Context: an optimization exercise on an open-source flow, tuned for a short achievable clock period and few clock cycles per item. The choices shown serve that exercise and are no tape-out recipe.
Where RTL was checked, it was by simulation tests only, not by an equivalence proof against the original.

Setup of south:
==> module stream_skid_buffer, before the edit <==
module stream_skid_buffer
#(
  parameter int W = 33
) (
  input  logic         clk_i,
  input  logic         rst_i,
  input  logic [W-1:0] up_data,
  input  logic         up_valid,
  output logic         up_ready,
  output logic [W-1:0] dn_data,
  output logic         dn_valid,
  input  logic         dn_ready
);
  logic [W-1:0] main_data_q, skid_data_q;
  logic         main_valid_q, skid_valid_q;
  logic         ready_q, busy_q;
  logic         up_fire;
  logic         dn_free;
  logic         skid_valid_d;
  assign up_fire = up_valid && !busy_q;
  assign dn_free = !main_valid_q || dn_ready;
  assign skid_valid_d = dn_free ? 1'b0 : (skid_valid_q || up_fire);
  always_ff @(posedge clk_i) begin
    if (rst_i) begin
      main_valid_q <= 1'b0;
      skid_valid_q <= 1'b0;
      ready_q      <= 1'b0;
      busy_q       <= 1'b1;
    end else begin
      if (dn_free) begin
        main_valid_q <= skid_valid_q || up_fire;
      end
      skid_valid_q <= skid_valid_d;
      ready_q      <= !skid_valid_d;
      busy_q       <= skid_valid_d;
    end
  end
  always_ff @(posedge clk_i) begin
    if (dn_free) begin
      main_data_q <= skid_valid_q ? skid_data_q : up_data;
    end
    if (!skid_valid_q) begin
      skid_data_q <= up_data;
    end
  end
  assign up_ready = ready_q;
  assign dn_data  = main_data_q;
  assign dn_valid = main_valid_q;
endmodule
==> module stream_out_buffer, before the edit <==
module stream_out_buffer
#(
  parameter int W = 34
) (
  input  logic         clk_i,
  input  logic         rst_i,
  input  logic [W-1:0] up_data,
  input  logic         up_valid,
  output logic         up_ready,
  output logic [W-1:0] dn_data,
  output logic         dn_valid,
  input  logic         dn_ready
);
  logic [W-1:0] main_data_q, hold_data_q, skid_data_q, next_data;
  logic         main_valid_q, hold_empty_q, skid_valid_q, next_valid;
  logic         ready_q, busy_q;
  logic         up_fire;
  logic         dn_free;
  logic         skid_valid_d;
  assign up_fire = up_valid && !busy_q;
  assign dn_free = hold_empty_q || dn_ready;
  assign skid_valid_d = dn_free ? 1'b0 : (skid_valid_q || up_fire);
  assign next_data  = skid_valid_q ? skid_data_q : up_data;
  assign next_valid = skid_valid_q || up_fire;
  always_ff @(posedge clk_i) begin
    if (rst_i) begin
      main_valid_q <= 1'b0;
      hold_empty_q <= 1'b1;
      skid_valid_q <= 1'b0;
      ready_q      <= 1'b0;
      busy_q       <= 1'b1;
    end else begin
      main_valid_q <= dn_free ? next_valid : !hold_empty_q;
      hold_empty_q <= dn_free ? !next_valid : hold_empty_q;
      skid_valid_q <= skid_valid_d;
      ready_q      <= !skid_valid_d;
      busy_q       <= skid_valid_d;
    end
  end
  always_ff @(posedge clk_i) begin
    main_data_q <= dn_free ? next_data : hold_data_q;
    hold_data_q <= (dn_free && !skid_valid_q) ? up_data : (dn_free ? skid_data_q : hold_data_q);
    if (!skid_valid_q) begin
      skid_data_q <= up_data;
    end
  end
  assign up_ready = ready_q;
  assign dn_data  = main_data_q;
  assign dn_valid = main_valid_q;
endmodule
==> module dll_tx_top, before the edit <==
module dll_tx_top
#(
  parameter dll_tx_pkg::seq_num_t SEQ_INIT = '0
) (
  input  logic         clk_i,
  input  logic         rst_i,
  input  dll_tx_pkg::dword_t       s_tdata_i,
  input  logic         s_tvalid_i,
  input  logic         s_tlast_i,
  output logic         s_tready_o,
  output dll_tx_pkg::dword_t       m_tdata_o,
  output dll_tx_pkg::keep_t        m_tkeep_o,
  output logic         m_tvalid_o,
  output logic         m_tlast_o,
  input  logic         m_tready_i,
  output dll_tx_pkg::seq_num_t     seq_num_o,
  input  logic         update_fc_i,
  input  dll_tx_pkg::hdr_credit_t  fc_ph_i,
  input  dll_tx_pkg::hdr_credit_t  fc_nph_i,
  input  dll_tx_pkg::hdr_credit_t  fc_cplh_i,
  input  dll_tx_pkg::data_credit_t fc_pd_i,
  input  dll_tx_pkg::data_credit_t fc_npd_i,
  input  dll_tx_pkg::data_credit_t fc_cpld_i
);
  dll_tx_pkg::dword_t in_data,  out_data;
  logic   in_valid, out_valid;
  logic   in_last,  out_last;
  logic   in_ready, out_ready;
  logic   m_khi2, m_khi3;
  dll_tx_pkg::dword_t hdr_dw0;
  logic   take, room;
  dll_tx_pkg::seq_num_t oseq_q, oseq_hold_n_q;
  logic   oseq_inc;
  stream_skid_buffer #(.W(33)) in_buf_i (
    .clk_i    (clk_i),
    .rst_i    (rst_i),
    .up_data  ({s_tlast_i, s_tdata_i}),
    .up_valid (s_tvalid_i),
    .up_ready (s_tready_o),
    .dn_data  ({in_last, in_data}),
    .dn_valid (in_valid),
    .dn_ready (in_ready)
  );
  tlp_framer #(.SEQ_INIT(SEQ_INIT)) tlp_framer_i (
    .clk_i     (clk_i),
    .rst_i     (rst_i),
    .in_data   (in_data),
    .in_valid  (in_valid),
    .in_last   (in_last),
    .in_ready  (in_ready),
    .out_data  (out_data),
    .out_valid (out_valid),
    .out_last  (out_last),
    .out_ready (out_ready),
    .hdr_dw0_o (hdr_dw0),
    .take_o    (take),
    .room_i    (room)
  );
  fc_credit_gate fc_credit_gate_i (
    .clk_i       (clk_i),
    .rst_i       (rst_i),
    .update_fc_i (update_fc_i),
    .fc_ph_i     (fc_ph_i),
    .fc_nph_i    (fc_nph_i),
    .fc_cplh_i   (fc_cplh_i),
    .fc_pd_i     (fc_pd_i),
    .fc_npd_i    (fc_npd_i),
    .fc_cpld_i   (fc_cpld_i),
    .hdr_dw0_i   (hdr_dw0),
    .take_i      (take),
    .room_o      (room)
  );
  stream_out_buffer #(.W(35)) out_buf_i (
    .clk_i    (clk_i),
    .rst_i    (rst_i),
    .up_data  ({!out_last, !out_last, out_last, out_data}),
    .up_valid (out_valid),
    .up_ready (out_ready),
    .dn_data  ({m_khi3, m_khi2, m_tlast_o, m_tdata_o}),
    .dn_valid (m_tvalid_o),
    .dn_ready (m_tready_i)
  );
  assign m_tkeep_o = {m_khi3, m_khi2, 2'b11};
  assign oseq_inc = out_valid && out_ready && out_last;
  always_ff @(posedge clk_i) begin
    if (rst_i) begin
      oseq_q        <= SEQ_INIT;
      oseq_hold_n_q <= ~SEQ_INIT;
    end else begin
      oseq_q        <= ~oseq_hold_n_q + dll_tx_pkg::seq_num_t'(oseq_inc);
      oseq_hold_n_q <= oseq_hold_n_q - dll_tx_pkg::seq_num_t'(oseq_inc);
    end
  end
  assign seq_num_o = oseq_q;
endmodule
export LEC_CHECK = 0
export CAP_MARGIN = 20
export CORE_MARGIN = 2
export CORE_UTILIZATION = 40
export PLACE_DENSITY = 0.6
export SETUP_SLACK_MARGIN = 3.6
export SLEW_MARGIN = 20
create_clock -name core_clock -period 5.5 [get_ports {clk_i}]
run.sh (not shown) runs the stock make flow with config.mk's settings and CLKGATE_MAP_FILE= SYNTH_SCRIPT=/design/flow/synth_recipe.tcl, a recipe that flattens the netlist after the stock synthesis.
Testbench counts of south, summed over its fixed seeds: cycles 21,868, items 2,400.
Setup changes, south to north
--- a/flow/design.v
+++ b/flow/design.v
@@ -43,30 +43,28 @@
   output logic         dn_valid,
   input  logic         dn_ready
 );
   logic [W-1:0] main_data_q, skid_data_q;
   logic         main_valid_q, skid_valid_q;
-  logic         ready_q, busy_q;
+  logic         ready_q;
   logic         up_fire;
   logic         dn_free;
   logic         skid_valid_d;
-  assign up_fire = up_valid && !busy_q;
+  assign up_fire = up_valid && ready_q;
   assign dn_free = !main_valid_q || dn_ready;
   assign skid_valid_d = dn_free ? 1'b0 : (skid_valid_q || up_fire);
   always_ff @(posedge clk_i) begin
     if (rst_i) begin
       main_valid_q <= 1'b0;
       skid_valid_q <= 1'b0;
       ready_q      <= 1'b0;
-      busy_q       <= 1'b1;
     end else begin
       if (dn_free) begin
         main_valid_q <= skid_valid_q || up_fire;
       end
       skid_valid_q <= skid_valid_d;
       ready_q      <= !skid_valid_d;
-      busy_q       <= skid_valid_d;
     end
   end
   always_ff @(posedge clk_i) begin
     if (dn_free) begin
       main_data_q <= skid_valid_q ? skid_data_q : up_data;
@@ -91,38 +89,36 @@
   output logic [W-1:0] dn_data,
   output logic         dn_valid,
   input  logic         dn_ready
 );
   logic [W-1:0] main_data_q, hold_data_q, skid_data_q, next_data;
-  logic         main_valid_q, hold_empty_q, skid_valid_q, next_valid;
-  logic         ready_q, busy_q;
+  logic         main_valid_q, hold_valid_q, skid_valid_q, next_valid;
+  logic         ready_q;
   logic         up_fire;
   logic         dn_free;
   logic         skid_valid_d;
-  assign up_fire = up_valid && !busy_q;
-  assign dn_free = hold_empty_q || dn_ready;
+  assign up_fire = up_valid && ready_q;
+  assign dn_free = !hold_valid_q || dn_ready;
   assign skid_valid_d = dn_free ? 1'b0 : (skid_valid_q || up_fire);
   assign next_data  = skid_valid_q ? skid_data_q : up_data;
   assign next_valid = skid_valid_q || up_fire;
   always_ff @(posedge clk_i) begin
     if (rst_i) begin
       main_valid_q <= 1'b0;
-      hold_empty_q <= 1'b1;
+      hold_valid_q <= 1'b0;
       skid_valid_q <= 1'b0;
       ready_q      <= 1'b0;
-      busy_q       <= 1'b1;
     end else begin
-      main_valid_q <= dn_free ? next_valid : !hold_empty_q;
-      hold_empty_q <= dn_free ? !next_valid : hold_empty_q;
+      main_valid_q <= dn_free ? next_valid : hold_valid_q;
+      hold_valid_q <= dn_free ? next_valid : main_valid_q;
       skid_valid_q <= skid_valid_d;
       ready_q      <= !skid_valid_d;
-      busy_q       <= skid_valid_d;
     end
   end
   always_ff @(posedge clk_i) begin
     main_data_q <= dn_free ? next_data : hold_data_q;
-    hold_data_q <= (dn_free && !skid_valid_q) ? up_data : (dn_free ? skid_data_q : hold_data_q);
+    hold_data_q <= dn_free ? next_data : main_data_q;
     if (!skid_valid_q) begin
       skid_data_q <= up_data;
     end
   end
   assign up_ready = ready_q;
@@ -606,14 +602,14 @@
 );
   dll_tx_pkg::dword_t in_data,  out_data;
   logic   in_valid, out_valid;
   logic   in_last,  out_last;
   logic   in_ready, out_ready;
-  logic   m_khi2, m_khi3;
+  logic   m_khi;
   dll_tx_pkg::dword_t hdr_dw0;
   logic   take, room;
-  dll_tx_pkg::seq_num_t oseq_q, oseq_hold_n_q;
+  dll_tx_pkg::seq_num_t oseq_q, oseq_hold_q;
   logic   oseq_inc;
   stream_skid_buffer #(.W(33)) in_buf_i (
     .clk_i    (clk_i),
     .rst_i    (rst_i),
     .up_data  ({s_tlast_i, s_tdata_i}),
@@ -650,28 +646,28 @@
     .fc_cpld_i   (fc_cpld_i),
     .hdr_dw0_i   (hdr_dw0),
     .take_i      (take),
     .room_o      (room)
   );
-  stream_out_buffer #(.W(35)) out_buf_i (
+  stream_out_buffer #(.W(34)) out_buf_i (
     .clk_i    (clk_i),
     .rst_i    (rst_i),
-    .up_data  ({!out_last, !out_last, out_last, out_data}),
+    .up_data  ({!out_last, out_last, out_data}),
     .up_valid (out_valid),
     .up_ready (out_ready),
-    .dn_data  ({m_khi3, m_khi2, m_tlast_o, m_tdata_o}),
+    .dn_data  ({m_khi, m_tlast_o, m_tdata_o}),
     .dn_valid (m_tvalid_o),
     .dn_ready (m_tready_i)
   );
-  assign m_tkeep_o = {m_khi3, m_khi2, 2'b11};
+  assign m_tkeep_o = {m_khi, m_khi, 2'b11};
   assign oseq_inc = out_valid && out_ready && out_last;
   always_ff @(posedge clk_i) begin
     if (rst_i) begin
-      oseq_q        <= SEQ_INIT;
-      oseq_hold_n_q <= ~SEQ_INIT;
+      oseq_q      <= SEQ_INIT;
+      oseq_hold_q <= SEQ_INIT;
     end else begin
-      oseq_q        <= ~oseq_hold_n_q + dll_tx_pkg::seq_num_t'(oseq_inc);
-      oseq_hold_n_q <= oseq_hold_n_q - dll_tx_pkg::seq_num_t'(oseq_inc);
+      oseq_q      <= oseq_inc ? oseq_hold_q + dll_tx_pkg::seq_num_t'(1) : oseq_hold_q;
+      oseq_hold_q <= oseq_inc ? oseq_hold_q + dll_tx_pkg::seq_num_t'(1) : oseq_q;
     end
   end
   assign seq_num_o = oseq_q;
 endmodule
Results
Comparing south with north, the wire length came out essentially unchanged.
south -> north: layout clock buffer count decreased slightly
Changes observed in north relative to south: global-route usage over all layers went up 0.55 points; clock insertion delay at the later pin of the skew report about even; actual slew at the worst max-slew pin went up 350 ps; number of post-CTS setup repair buffers decreased by 27 relative to the old numbers; compound-cell area share of the yosys netlist increased by 1.7 points relative to the old numbers.
north falls short of south in setup slack.
The RTL of north was laid out without a check of its function.

re-timing with driven ports:
How much do the figures lean on ideal ports? The routed layouts below were timed once more, with nothing changed but the port constraints.
Step 1 assumes that a clkbuf_16 drives the clock port and a buf_2 every other input.
Step 2 adds t to the input delays and takes it off the output delays; t is the mean of the earliest and latest rising clock arrival at the registers after step 1. Input paths then give back, and output paths get back, about the clock's delay inside the block.
Three values: ideal, step 1, step 2; two values: the first two.
run | t (ns) | setup slack, ns | worst hold slack (ns) | worst slew at a driven data input, ns | cell pins on the clock port's net
south | 0.681 | 3.327 / 3.262 / 2.939 | 0.403 / 0.403 / 0.403 | 0.08 | 1
north | 0.683 | 3.299 / 3.231 / 3.023 | 0.399 / 0.399 / 0.399 | 0.06 | 1
After both steps every run listed still meets setup and hold. For south, which loses most, drivers alone change the setup slack by -0.065 ns; drivers and shift together by -0.388 ns.
